What follows belongs to an exercise in optimizing a design on an open flow for a short achievable clock period and few clock cycles per item; a production flow would make more cautious choices.
Power figures rest on the tool's default switching activity, not on a simulated workload.

==> run a <==
==> flow/design.v (excerpt) <==
module sliding_window_arq_sender (
	input  wire logic                             clk,
	input  wire logic                             arst_n,
	input  wire logic                             start,
	output logic                                  busy,
	input  wire logic [swarq_pkg::KIND_W-1:0]     kind,
	input  wire logic [swarq_pkg::SIZE_W-1:0]     payload_size,
	input  wire logic [swarq_pkg::SEQ_W-1:0]      ack_seq,
	input  wire logic [swarq_pkg::MAP_W-1:0]      received_map,
	output logic                                  result_valid,
	output logic      [swarq_pkg::OKIND_W-1:0]    out_kind,
	output logic      [swarq_pkg::SEQ_W-1:0]      out_seq,
	output logic      [swarq_pkg::SIZE_W-1:0]     out_size,
	output logic      [swarq_pkg::TOTAL_W-1:0]    delivered_bytes,
	output logic                                  last
);
clock: 7.0 ns
lec_check: 0
abc_clock_period_in_ps: 2000
cap_margin: 30
core_margin: 2
core_utilization: 60
setup_slack_margin: 4.5
slew_margin: 30
run.sh (not shown) runs the stock make flow with config.mk's settings and CLKGATE_MAP_FILE= SYNTH_SCRIPT=/design/flow/synth_recipe.tcl, a recipe that flattens the netlist after the stock synthesis.
==> run b (differences from run a) <==
--- a/flow/design.v
+++ b/flow/design.v
@@ -67,13 +67,12 @@
 	localparam int QW  = swarq_pkg::SEQ_W;
 	localparam int ZW  = swarq_pkg::SIZE_W;
 	localparam int TW  = swarq_pkg::TOTAL_W;
 	localparam int KW  = swarq_pkg::OKIND_W;
 	localparam int LW  = 6;           
 	localparam int HW  = QW - LW;
-	localparam int BH  = 8;           
 	localparam int RW  = 16;          
 	localparam int NQ  = 6;           
 	localparam int NQW = $clog2(NQ + 2);
 	typedef logic [KW-1:0] okind_t;
 	function automatic logic lt_sop(input logic [QW-1:0] a, input logic [QW-1:0] b, input int n);
 		logic r;
@@ -89,12 +88,27 @@
 				end
 				r = r | (!a[i] & b[i] & eqh);
 			end
 		end
 		lt_sop = r;
 	endfunction
+	function automatic logic [SW-1:0] low_idx(input logic [W-1:0] v);
+		logic [W-1:0]  a;
+		logic [SW-1:0] p [W];
+		a = v;
+		for (int i = 0; i < W; i++) begin
+			p[i] = '0;
+		end
+		for (int l = 0; l < SW; l++) begin
+			for (int i = 0; i < (W >> (l + 1)); i++) begin
+				p[i] = a[2*i] ? p[2*i] : (p[2*i+1] | SW'(1 << l));
+				a[i] = a[2*i] | a[2*i+1];
+			end
+		end
+		low_idx = p[0];
+	endfunction
 	function automatic logic [W-1:0] any_below(input logic [W-1:0] v);
 		logic [W-1:0] r;
 		r = {v[W-2:0], 1'b0};
 		for (int d = 1; d < W; d = d * 2) begin
 			r = r | (r << d);
 		end
@@ -136,16 +150,14 @@
 	logic [1:0]        pi_kind;
 	logic [ZW-1:0]     pi_size;
 	logic [QW-1:0]     pi_ack;
 	logic [QW-1:LW]    pi_ack_hp1;
 	logic [W-1:0]      pi_map;
 	logic              pi_big;       
-	logic [2:0]        pi_eq0, pi_eq1, pi_borrow, pi_at;               
-	logic [2:0]        pi_x15, pi_lth, pi_eqh, pi_ltl;
+	logic [2:0]        pi_eq0, pi_eq1, pi_borrow, pi_at, pi_behind;    
 	logic [1:0]        pi_le;                                           
-	logic [CW-1:0]     pi_cnt [2];   
 	logic              ps_a, ps_n, ps_inc;    
 	logic [QW-1:0]     next_p1;
 	logic [QW-1:LW]    next_hp1;
 	logic [QW-1:0]     base_q;
 	logic [HW-1:0]     base_hp1_q;   
 	logic [QW-1:0]     next_q;
@@ -155,13 +167,12 @@
 	logic [RW-1:0]     cum_q [W];    
 	logic              cw_q;         
 	logic [SW-1:0]     cw_idx_q;
 	logic              p_send, p_ack, p_fin, p_tmo;
 	logic              eq0, eq1, borrow, le_n, nwrap, at_base;
 	logic              inwin, behind;
-	logic [2:0]        pi_behind;
 	logic              refuse;
 	logic [QW-1:0]     next_inc;
 	logic [CW-1:0]     cnt_ack;
 	logic              p_drop;
 	logic              d1_v;
 	okind_t            d1_k;         
@@ -173,15 +184,12 @@
 	logic              d1_upd;       
 	logic [RW-1:0]     d1_lo;        
 	logic [RW-1:0]     tlo_q;        
 	logic [RW-1:0]     v_lo;
 	logic              v_wrap;
 	logic [W-1:0]      v_vec;
-	okind_t            v_kf;
-	logic [W-1:0]      v_vecf;
-	logic              v_last;
 	okind_t            q_k    [NQ];
 	logic [QW-1:0]     q_seq  [NQ];
 	logic [RW-1:0]     q_lo   [NQ];
 	logic              q_wrap [NQ];
 	logic [W-1:0]      q_vec  [NQ];   
 	logic              q_last [NQ];
@@ -202,15 +210,12 @@
 	logic [RW-1:0]     c_lo;
 	logic              c_wrap;       
 	logic [W-1:0]      c_vec;        
 	logic              c_last;       
 	logic              c_adv;
 	logic [SW-1:0]     c_idx;
-	logic [W-1:0]      c_below;      
-	logic [W-1:0]      c_oh;         
-	logic [SW-1:0]     c_slot;
 	logic [TW-1:RW]    thi_q;        
 	logic [TW-1:RW]    thi_p1_q;     
 	logic              tsat_q;       
 	logic              c_sat;
 	logic [ZW-1:0]     size_q [W];
 	logic              e_v;
@@ -266,41 +271,34 @@
 		pi_eq1     <= {ack_seq[QW-1:LW] == next_hp1, ack_seq[QW-1:LW] == pi_ack_hp1,
 		               ack_seq[QW-1:LW] == base_hp1_q};
 		pi_borrow  <= {lt_sop(QW'(ack_seq[LW-1:0]), QW'(next_q[LW-1:0]), LW),
 		               lt_sop(QW'(ack_seq[LW-1:0]), QW'(pi_ack[LW-1:0]), LW),
 		               lt_sop(QW'(ack_seq[LW-1:0]), QW'(base_q[LW-1:0]), LW)};
 		pi_at      <= {ack_seq == next_q, ack_seq == pi_ack, ack_seq == base_q};
-		pi_x15     <= {ack_seq[QW-1] ^ next_q[QW-1], ack_seq[QW-1] ^ pi_ack[QW-1],
-		               ack_seq[QW-1] ^ base_q[QW-1]};
-		pi_lth     <= {lt_sop(QW'(ack_seq[QW-2:BH]), QW'(next_q[QW-2:BH]), QW - 1 - BH),
-		               lt_sop(QW'(ack_seq[QW-2:BH]), QW'(pi_ack[QW-2:BH]), QW - 1 - BH),
-		               lt_sop(QW'(ack_seq[QW-2:BH]), QW'(base_q[QW-2:BH]), QW - 1 - BH)};
-		pi_eqh     <= {ack_seq[QW-2:BH] == next_q[QW-2:BH], ack_seq[QW-2:BH] == pi_ack[QW-2:BH],
-		               ack_seq[QW-2:BH] == base_q[QW-2:BH]};
-		pi_ltl     <= {lt_sop(QW'(ack_seq[BH-1:0]), QW'(next_q[BH-1:0]), BH),
-		               lt_sop(QW'(ack_seq[BH-1:0]), QW'(pi_ack[BH-1:0]), BH),
-		               lt_sop(QW'(ack_seq[BH-1:0]), QW'(base_q[BH-1:0]), BH)};
-		pi_cnt[0]  <= CW'(next_q[LW-1:0] - ack_seq[LW-1:0]);
-		pi_cnt[1]  <= CW'(next_p1[LW-1:0] - ack_seq[LW-1:0]);
+		pi_behind  <= {ack_seq[QW-1] ^ next_q[QW-1]
+		                   ^ lt_sop({1'b0, ack_seq[QW-2:0]}, {1'b0, next_q[QW-2:0]}, QW - 1),
+		               ack_seq[QW-1] ^ pi_ack[QW-1]
+		                   ^ lt_sop({1'b0, ack_seq[QW-2:0]}, {1'b0, pi_ack[QW-2:0]}, QW - 1),
+		               ack_seq[QW-1] ^ base_q[QW-1]
+		                   ^ lt_sop({1'b0, ack_seq[QW-2:0]}, {1'b0, base_q[QW-2:0]}, QW - 1)};
 		pi_le      <= {!lt_sop(QW'(next_p1[LW-1:0]), QW'(ack_seq[LW-1:0]), LW),
 		               !lt_sop(QW'(next_q[LW-1:0]), QW'(ack_seq[LW-1:0]), LW)};
 	end
 	assign p_send = pi_v && !fin_q && (pi_kind == swarq_pkg::KIND_SEND);
 	assign p_ack  = pi_v && !fin_q && (pi_kind == swarq_pkg::KIND_ACK);
 	assign p_fin  = pi_v && !fin_q && (pi_kind == swarq_pkg::KIND_FINISH);
 	assign p_tmo  = pi_v && !fin_q && (pi_kind == swarq_pkg::KIND_TIMEOUT);
 	assign eq0     = ps_a ? pi_eq0[1]    : (ps_n ? pi_eq0[2]    : pi_eq0[0]);
 	assign eq1     = ps_a ? pi_eq1[1]    : (ps_n ? pi_eq1[2]    : pi_eq1[0]);
 	assign borrow  = ps_a ? pi_borrow[1] : (ps_n ? pi_borrow[2] : pi_borrow[0]);
 	assign at_base = ps_a ? pi_at[1]     : (ps_n ? pi_at[2]     : pi_at[0]);
 	assign behind  = ps_a ? pi_behind[1] : (ps_n ? pi_behind[2] : pi_behind[0]);
-	assign pi_behind = pi_x15 ^ (pi_lth | (pi_eqh & pi_ltl));
 	assign le_n    = ps_inc ? pi_le[1] : pi_le[0];
 	assign nwrap   = lt_sop(QW'(next_q[LW-1:0]), QW'(base_q[LW-1:0]), LW);
 	assign inwin   = (eq0 && !borrow && (nwrap || le_n)) || (eq1 && borrow && nwrap && le_n);
-	assign cnt_ack = ps_inc ? pi_cnt[1] : pi_cnt[0];
+	assign cnt_ack = CW'(next_q[LW-1:0] - pi_ack[LW-1:0]);
 	assign refuse   = cnt_q[CW-1] || pi_big;
 	assign next_inc = next_q + 1'b1;
 	assign p_drop   = p_tmo && (cnt_q == '0);
 	function automatic logic [W-1:0] thermo(input logic [CW-1:0] c);
 		logic [W-1:0] m;
 		for (int i = 0; i < W; i++) begin
@@ -393,24 +391,21 @@
 	always_comb begin
 		for (int i = 0; i < W; i++) begin
 			v_vec[i] = d1_mask[i] && !(d1_ack && d1_map[i]);
 		end
 	end
 	assign q_push = d1_v;
-	assign v_kf   = (d1_k == swarq_pkg::OUT_RETX && v_vec == '0) ? swarq_pkg::OUT_STATUS : d1_k;
-	assign v_vecf = (d1_k == swarq_pkg::OUT_RETX) ? v_vec : {{(W-ZW){1'b0}}, d1_size};
-	assign v_last = (d1_k != swarq_pkg::OUT_RETX) || most_one(v_vec);
 	always_ff @(posedge clk) begin
 		for (int i = 0; i < NQ; i++) begin
 			if (q_we[i]) begin
-				q_k[i]    <= v_kf;
+				q_k[i]    <= (d1_k == swarq_pkg::OUT_RETX && v_vec == '0) ? swarq_pkg::OUT_STATUS : d1_k;
 				q_seq[i]  <= d1_seq;
 				q_lo[i]   <= v_lo;
 				q_wrap[i] <= v_wrap;
-				q_vec[i]  <= v_vecf;
-				q_last[i] <= v_last;
+				q_vec[i]  <= (d1_k == swarq_pkg::OUT_RETX) ? v_vec : {{(W-ZW){1'b0}}, d1_size};
+				q_last[i] <= (d1_k != swarq_pkg::OUT_RETX) || most_one(v_vec);
 			end
 		end
 	end
 	always_ff @(posedge clk or negedge arst_n) begin
 		if (!arst_n) begin
 			q_wp <= NQ'(1);
@@ -434,54 +429,36 @@
 		q_rk    = '0;
 		q_rseq  = '0;
 		q_rlo   = '0;
 		q_rwrap = 1'b0;
 		q_rvec  = '0;
 		q_rlast = 1'b0;
-		if (q_n == '0) begin
-			q_rk    = v_kf;
-			q_rseq  = d1_seq;
-			q_rlo   = v_lo;
-			q_rwrap = v_wrap;
-			q_rvec  = v_vecf;
-			q_rlast = v_last;
-		end else for (int i = 0; i < NQ; i++) begin
+		for (int i = 0; i < NQ; i++) begin
 			if (q_rp[i]) begin
 				q_rk    = q_rk    | q_k[i];
 				q_rseq  = q_rseq  | q_seq[i];
 				q_rlo   = q_rlo   | q_lo[i];
 				q_rwrap = q_rwrap | q_wrap[i];
 				q_rvec  = q_rvec  | q_vec[i];
 				q_rlast = q_rlast | q_last[i];
 			end
 		end
 	end
 	assign c_adv = !c_v || c_last;
-	assign q_pop = c_adv && ((q_n != '0) || d1_v);
-	assign c_below = any_below(c_vec);
-	assign c_oh    = c_vec & ~c_below;
-	always_comb begin
-		c_idx  = '0;
-		c_slot = '0;
-		for (int i = 0; i < W; i++) begin
-			if (c_oh[i]) begin
-				c_idx  = c_idx  | SW'(i);
-				c_slot = c_slot | (c_seq[SW-1:0] + SW'(i));
-			end
-		end
-	end
+	assign q_pop = c_adv && (q_n != '0);
+	assign c_idx = low_idx(c_vec);
 	assign c_sat = tsat_q || (c_v && c_wrap && (thi_q == '1));
 	always_ff @(posedge clk or negedge arst_n) begin
 		if (!arst_n) begin
 			c_v      <= 1'b0;
 			thi_q    <= '0;
 			thi_p1_q <= (TW-RW)'(1);
 			tsat_q   <= 1'b0;
 		end else begin
 			if (c_adv) begin
-				c_v <= (q_n != '0) || d1_v;
+				c_v <= q_n != '0;
 			end
 			if (c_v && c_wrap) begin
 				thi_q    <= thi_p1_q;
 				thi_p1_q <= thi_p1_q + 1'b1;
 			end
 			tsat_q <= c_sat;
@@ -494,13 +471,13 @@
 			c_lo   <= q_rlo;
 			c_wrap <= q_rwrap;
 			c_vec  <= q_rvec;
 			c_last <= q_rlast;
 		end else begin
 			c_wrap <= 1'b0;
-			c_vec  <= c_vec & c_below;
+			c_vec  <= c_vec & any_below(c_vec);
 			c_last <= most_two(c_vec);
 		end
 		if (c_v && c_k == swarq_pkg::OUT_TX) begin
 			size_q[c_seq[SW-1:0]] <= c_vec[ZW-1:0];
 		end
 	end
@@ -512,13 +489,13 @@
 		end
 	end
 	always_ff @(posedge clk) begin
 		e_k     <= c_k;
 		e_seq   <= c_seq;
 		e_idx   <= c_idx;
-		e_slot  <= c_slot;
+		e_slot  <= c_seq[SW-1:0] + c_idx;
 		e_size  <= (c_k == swarq_pkg::OUT_TX) ? c_vec[ZW-1:0] : '0;
 		e_total <= c_sat ? '1 : {((c_v && c_wrap) ? thi_p1_q : thi_q), c_lo};
 		e_last  <= c_last;
 		e_list  <= c_k == swarq_pkg::OUT_RETX;
 	end
 	always_ff @(posedge clk or negedge arst_n) begin
==> comparison table <==
Width of the die: run a 353 um; run b 346 um
Met3 WL post-DR: run a 12800 um; run b 11400 um
Result of the run: run a complete, no violations; run b complete, no violations
Power Dens Cells: run a 355 nW/um^2; run b 335 nW/um^2
Synthesized area: run a 73000 sq um; run b 70200 sq um
Sw Ratio: run a 0.290; run b 0.263
Number of inverters outside the clock class in the layout: run a 111; run b 109
Number of register bits inferred by synthesis: run a 1858; run b 1837
First-iteration detailed-routing DRC count: run a 4472; run b 4403
R2R Setup Slk: run a 4.38 ns; run b 4.17 ns
Final standard cell utilization of the core: run a 0.707; run b 0.706
Layout buffer count excluding clock buffers: run a 389; run b 342
Total half-perimeter wirelength after legalization and detailed placement: run a 108000 um; run b 99900 um
Total routing usage reported by global routing: run a 0.294; run b 0.284
Number of buffers created by CTS: run a 182; run b 179
Peak ir drop on the vdd network: run a 0.288 mV; run b 0.241 mV
Effective utilization at floorplan: run a 0.607; run b 0.605
Area used by sequential logic in the layout: run a 51300 sq um; run b 50800 sq um
Fraction of layout instances using a drive strength above 1: run a 0.245; run b 0.248
Actual slew at the worst max-slew pin: run a 0.925 ns; run b 1.00 ns
Number of distinct library cells after synthesis: run a 77; run b 73
Global-route wire length before repair: run a 272000 um; run b 253000 um
Later-pin clock latency in the skew report: run a 0.81 ns; run b 0.78 ns
Met2 Wirelength: run a 88900 um; run b 82500 um
Relative area of non-clock buffer cells in the final design: run a 0.0456; run b 0.0436
Met3 track demand over resource in global routing: run a 0.0472; run b 0.0402
No run of this note included a check of the RTL's function; only the layout flow was run.

-- what the ideal ports hide --
In the flow no input, the clock included, has a driving cell. The finished layouts below were timed again as built, in two steps.
Step 1: set_driving_cell puts a clkbuf_16 on clk and a buf_2 on each other input, an assumption about the parent block.
Step 2, shift: input delay + t, output delay - t, t = (earliest + latest rising clock arrival at the registers) / 2. This alone moves slack from input paths to output paths.
a / b / c = ideal / step 1 / step 2; a / b = the first two.
| run | shift t [ns] | setup slack, ns | worst hold slack (ns) | slew at the worst register clock pin (ns) | pins driven straight from the clock port |
|---|---|---|---|---|---|
| run a | 0.877 | 4.243 / 4.160 / 3.808 | 0.325 / 0.325 / 0.325 | 0.07 / 0.07 | 1 |
| run b | 0.847 | 4.173 / 4.173 / 3.752 | 0.322 / 0.322 / 0.322 | 0.07 / 0.07 | 1 |
After both steps setup and hold are still met in every run listed. For run a, which loses most, drivers alone change the setup slack by -0.083 ns; drivers and shift together by -0.435 ns.
